This design comes from an exercise in tuning for small area, a short achievable clock period and few clock cycles per item on the open sky130 flow, not from production work.
In this exercise RTL edits were held to simulation tests only and were not proved equivalent to the original.

==> 04-22: inputs <==
## hsl_to_rgb_converter
module hsl_to_rgb_converter #(
    parameter int unsigned FRAC_BITS = hsl2rgb_pkg::FRAC_BITS_DEF
) (
    input  logic             i_clk,
    input  logic             i_rst_n,
    input  logic             i_pix_valid,
    output logic             i_pix_ready,
    input  logic [hsl2rgb_pkg::HUE_W-1:0] i_pix_hue,
    input  logic [hsl2rgb_pkg::SL_W-1:0]  i_pix_saturation,
    input  logic [hsl2rgb_pkg::SL_W-1:0]  i_pix_lightness,
    output logic             o_pix_valid,
    input  logic             o_pix_ready,
    output logic [hsl2rgb_pkg::CH_W-1:0]  o_pix_red,
    output logic [hsl2rgb_pkg::CH_W-1:0]  o_pix_green,
    output logic [hsl2rgb_pkg::CH_W-1:0]  o_pix_blue
);
==> flow/config.mk <==
export PLATFORM = sky130hd
export DESIGN_NAME = hsl_to_rgb_converter
export DESIGN_NICKNAME = hsl_to_rgb_converter
export VERILOG_FILES = /design/flow/design.v
export SDC_FILE = /design/flow/constraint.sdc
export NUM_CORES = 4
export LEC_CHECK = 0
export ABC_AREA = 1
export CAP_MARGIN = 20
export CORE_MARGIN = 2
export CORE_UTILIZATION = 65
export PLACE_DENSITY = 0.85
export SETUP_SLACK_MARGIN = 4.4
export SLEW_MARGIN = 20
export SYNTH_HIERARCHICAL = 1
==> flow/constraint.sdc <==
create_clock -name core_clock -period 8.0 [get_ports {i_clk}]
set_input_delay 1.6000 -clock core_clock [delete_from_list [all_inputs] [get_ports {i_clk}]]
set_output_delay 1.6000 -clock core_clock [all_outputs]
set_load 0.01 [all_outputs]
run.sh (not shown) runs the stock make flow with config.mk's settings and CLKGATE_MAP_FILE= SYNTH_SCRIPT=/design/flow/synth_recipe.tcl, a recipe that flattens the netlist after the stock synthesis.
==> 07-07 (differences from 04-22) <==
--- a/flow/config.mk
+++ b/flow/config.mk
@@ -10,4 +10,5 @@
 export CORE_MARGIN = 2
-export CORE_UTILIZATION = 65
-export PLACE_DENSITY = 0.85
+export CORE_UTILIZATION = 55
+export CTS_BUF_LIST = sky130_fd_sc_hd__clkbuf_4
+export PLACE_DENSITY = 0.75
 export SETUP_SLACK_MARGIN = 4.4
==> 04-02 (differences from 04-22) <==
--- a/flow/config.mk
+++ b/flow/config.mk
@@ -10,4 +10,4 @@
 export CORE_MARGIN = 2
-export CORE_UTILIZATION = 65
-export PLACE_DENSITY = 0.85
+export CORE_UTILIZATION = 45
+export PLACE_DENSITY = 0.6
 export SETUP_SLACK_MARGIN = 4.4
==> comparison table <==
| quantity | 04-22 | 07-07 | 04-02 |
|---|---|---|---|
| Biggest fanout along the worst timing path | 11 | 6 | 9 |
| Worst-case headroom to the max-slew limit | 0.302 | 0.303 | 0.301 |
| End-of-flow core utilization | 0.739 | 0.621 | 0.513 |
| Total clock buffers created by CTS | 44 | 101 | 46 |
| Level count of the clock H-tree | 2 | 3 | 2 |
| Clock root cell | clkbuf_16 | clkbuf_4 | clkbuf_16 |
| Worst Reg-to-Reg Cells | 7 | 8 | 7 |
| Routed length on met3 | 5.78 mm | 5.26 mm | 4.31 mm |
| Fraction of area in clock buffers and inverters | 0.0469 | 0.0380 | 0.0451 |
| Number of clock buffers in the layout | 56 | 135 | 64 |
| Data arrival at the endpoint of the critical path | 3960 ps | 4190 ps | 3920 ps |
| Growth of design area from synthesis to finish | 12.3% | 11.9% | 13.2% |
| Clock-pin slew reported for the worst setup and hold paths after clock tree synthesis | 70 ps | 80 ps | 60 ps |
| R2R setup slack | 4360 ps | 4360 ps | 4410 ps |
| Height of the chip | 216 um | 234 um | 258 um |
| Outcome | no timing/DRC/antenna violations | no timing/DRC/antenna violations | no timing/DRC/antenna violations |
| Fin nets | 3457 | 3519 | 3459 |
| Met1 demand-to-capacity share in global routing | 0.393 | 0.343 | 0.310 |
| Number of buffers other than clock buffers in the final layout | 157 | 163 | 156 |
| Multi-input gate share of the layout cell area | 0.473 | 0.475 | 0.470 |
| Pin count of the biggest net entering global routing | 177 | 86 | 181 |
Testbench counts of 04-22, summed over its fixed seeds: cycles 32,048, items 32,000.
Testbench counts of 07-07, summed over its fixed seeds: cycles 32,048, items 32,000.
Testbench counts of 04-02, summed over its fixed seeds: cycles 32,048, items 32,000.

========
==> run a: inputs <==
Starting RTL as in the previous note.
export LEC_CHECK = 0
export ABC_AREA = 1
export CAP_MARGIN = 20
export CORE_MARGIN = 2
export CORE_UTILIZATION = 55
export CTS_BUF_LIST = sky130_fd_sc_hd__clkbuf_8
export PLACE_DENSITY = 0.75
export SETUP_SLACK_MARGIN = 4.4
export SLEW_MARGIN = 20
export SYNTH_HIERARCHICAL = 1
create_clock -name core_clock -period 8.0 [get_ports {i_clk}]
==> run b: changes against run a <==
--- a/flow/config.mk
+++ b/flow/config.mk
@@ -9,8 +9,7 @@
 export CAP_MARGIN = 20
 export CORE_MARGIN = 2
 export CORE_UTILIZATION = 55
-export CTS_BUF_LIST = sky130_fd_sc_hd__clkbuf_8
 export PLACE_DENSITY = 0.75
-export SETUP_SLACK_MARGIN = 4.4
+export SETUP_SLACK_MARGIN = 4.7
 export SLEW_MARGIN = 20
 export SYNTH_HIERARCHICAL = 1
==> summary.txt <==
Outcome
  • Result of the run: no timing/DRC/antenna violations

Placed design
  • HPWL reported at the end of detailed placement: about 56,000 um

Finish
  • Number of logic inverters in the finished layout: 382
Source of the figures above: run b

==> summary.txt <==
Outcome
  • Result of the run: no timing/DRC/antenna violations

Finish
  • Final instance area: 0.0326 mm^2

Placed design
  • HPWL reported at the end of detailed placement: 56,700 um

Setup path
  • CP Depth: 7
  • Maximum fanout along the worst path: 5

Logic synthesis
  • Synthesized flop and latch total: 402
Source of the figures above: run a

Testbench counts of run a, summed over its fixed seeds: cycles 32,048, items 32,000.
Testbench counts of run b, summed over its fixed seeds: cycles 32,048, items 32,000.

========
==> run H: inputs <==
hsl_to_rgb_converter, a different RTL version from the one above (not shown whole).
## hsl_to_rgb_converter
module hsl_to_rgb_converter #(
    parameter int unsigned FRAC_BITS = hsl2rgb_pkg::FRAC_BITS_DEF
) (
    input  logic             i_clk,
    input  logic             i_rst_n,
    input  logic             i_pix_valid,
    output logic             i_pix_ready,
    input  logic [hsl2rgb_pkg::HUE_W-1:0] i_pix_hue,
    input  logic [hsl2rgb_pkg::SL_W-1:0]  i_pix_saturation,
    input  logic [hsl2rgb_pkg::SL_W-1:0]  i_pix_lightness,
    output logic             o_pix_valid,
    input  logic             o_pix_ready,
    output logic [hsl2rgb_pkg::CH_W-1:0]  o_pix_red,
    output logic [hsl2rgb_pkg::CH_W-1:0]  o_pix_green,
    output logic [hsl2rgb_pkg::CH_W-1:0]  o_pix_blue
);
export LEC_CHECK = 0
export ABC_AREA = 1
export CAP_MARGIN = 20
export CORE_MARGIN = 2
export CORE_UTILIZATION = 45
export PLACE_DENSITY = 0.6
export SETUP_SLACK_MARGIN = 4.9
export SLEW_MARGIN = 20
export SYNTH_HIERARCHICAL = 1
create_clock -name core_clock -period 8.0 [get_ports {i_clk}]
==> run Z (differences from run H) <==
- ABC_AREA: 1 -> 0
- CORE_UTILIZATION: 45 -> 55
- PLACE_DENSITY: 0.6 -> 0.75
==> qor summary <==
| metric | run Z | run H |
|---|---|---|
| Result of the run | complete, no violations | complete, no violations |
| Number of non-filler instances in the completed layout | 3392 | 4256 |
| Register fraction of the total cell area | 37.49% | 36.01% |
| Wire length of the first global-routing pass | 111.5 mm | 134.2 mm |
| Clock buffer count in the final layout | 61 | 63 |
| Share of the synthesized area in compound gates (AO/OA/AOI/OAI) | 13.03% | 9.249% |
| Area added between synthesis and finish | 16.76% | 17.47% |
| Placed Area | 0.03136 mm² | 0.03251 mm² |
| Area taken by multi-input logic gates | 0.01661 mm² | 0.01659 mm² |
| Min cycle time layout | 3.563 ns | 3.154 ns |
| Fin area | 0.03499 mm² | 0.03642 mm² |
| Most common library cell in the layout ignoring fill and taps | sky130_fd_sc_hd__edfxtp_1 | sky130_fd_sc_hd__nand2_1 |
| Final wirelength | 71.86 mm | 90.31 mm |
| Start point of the critical path | r5_lv_907_909 | r3_c_356_387 |
| Proportion of synthesized area in mux cells | 1.031% | 0.1453% |
| Multi-In Gates | 1812 | 2204 |
| Met2 Resource Use GR | 44.09% | 42.14% |
Testbench counts of run H, summed over its fixed seeds: cycles 32,048, items 32,000.
Testbench counts of run Z, summed over its fixed seeds: cycles 32,048, items 32,000.

-- port drivers added, routing unchanged --
The results above use ideal ports. As a check the final layouts listed here were re-extracted and re-timed, cells and wires unchanged.
Step 1 assumes that a clkbuf_16 drives the clock port and a buf_2 every other input.
Step 2 adds t to the input delays and takes it off the output delays; t is the mean of the earliest and latest rising clock arrival at the registers after step 1. Input paths then give back, and output paths get back, about the clock's delay inside the block.
a / b / c = no drivers / after step 1 / after step 2; a / b = the first two.
| run | shift t [ns] | setup slack, ns | slew at the worst register clock pin (ns) | worst slew at a driven data input, ns | pins driven straight from the clock port |
|---|---|---|---|---|---|
| 04-22 | 0.656 | 4.362 / 4.362 / 4.362 | 0.07 / 0.07 | 0.06 | 1 |
| 07-07 | 0.887 | 4.364 / 4.364 / 4.364 | 0.08 / 0.08 | 0.06 | 1 |
| 04-02 | 0.639 | 4.405 / 4.405 / 4.405 | 0.06 / 0.06 | 0.06 | 1 |
| run a | 0.716 | 4.332 / 4.332 / 4.332 | 0.07 / 0.07 | 0.06 | 1 |
| run b | 0.659 | 4.425 / 4.425 / 4.425 | 0.07 / 0.07 | 0.06 | 1 |
| run H | 0.654 | 4.846 / 4.846 / 4.454 | 0.06 / 0.06 | 0.14 | 1 |
| run Z | 0.641 | 4.437 / 4.437 / 4.437 | 0.06 / 0.06 | 0.07 | 1 |
After both steps every run listed still meets setup and hold. For run H, which loses most, drivers alone change the setup slack by 0.000 ns; drivers and shift together by -0.392 ns.
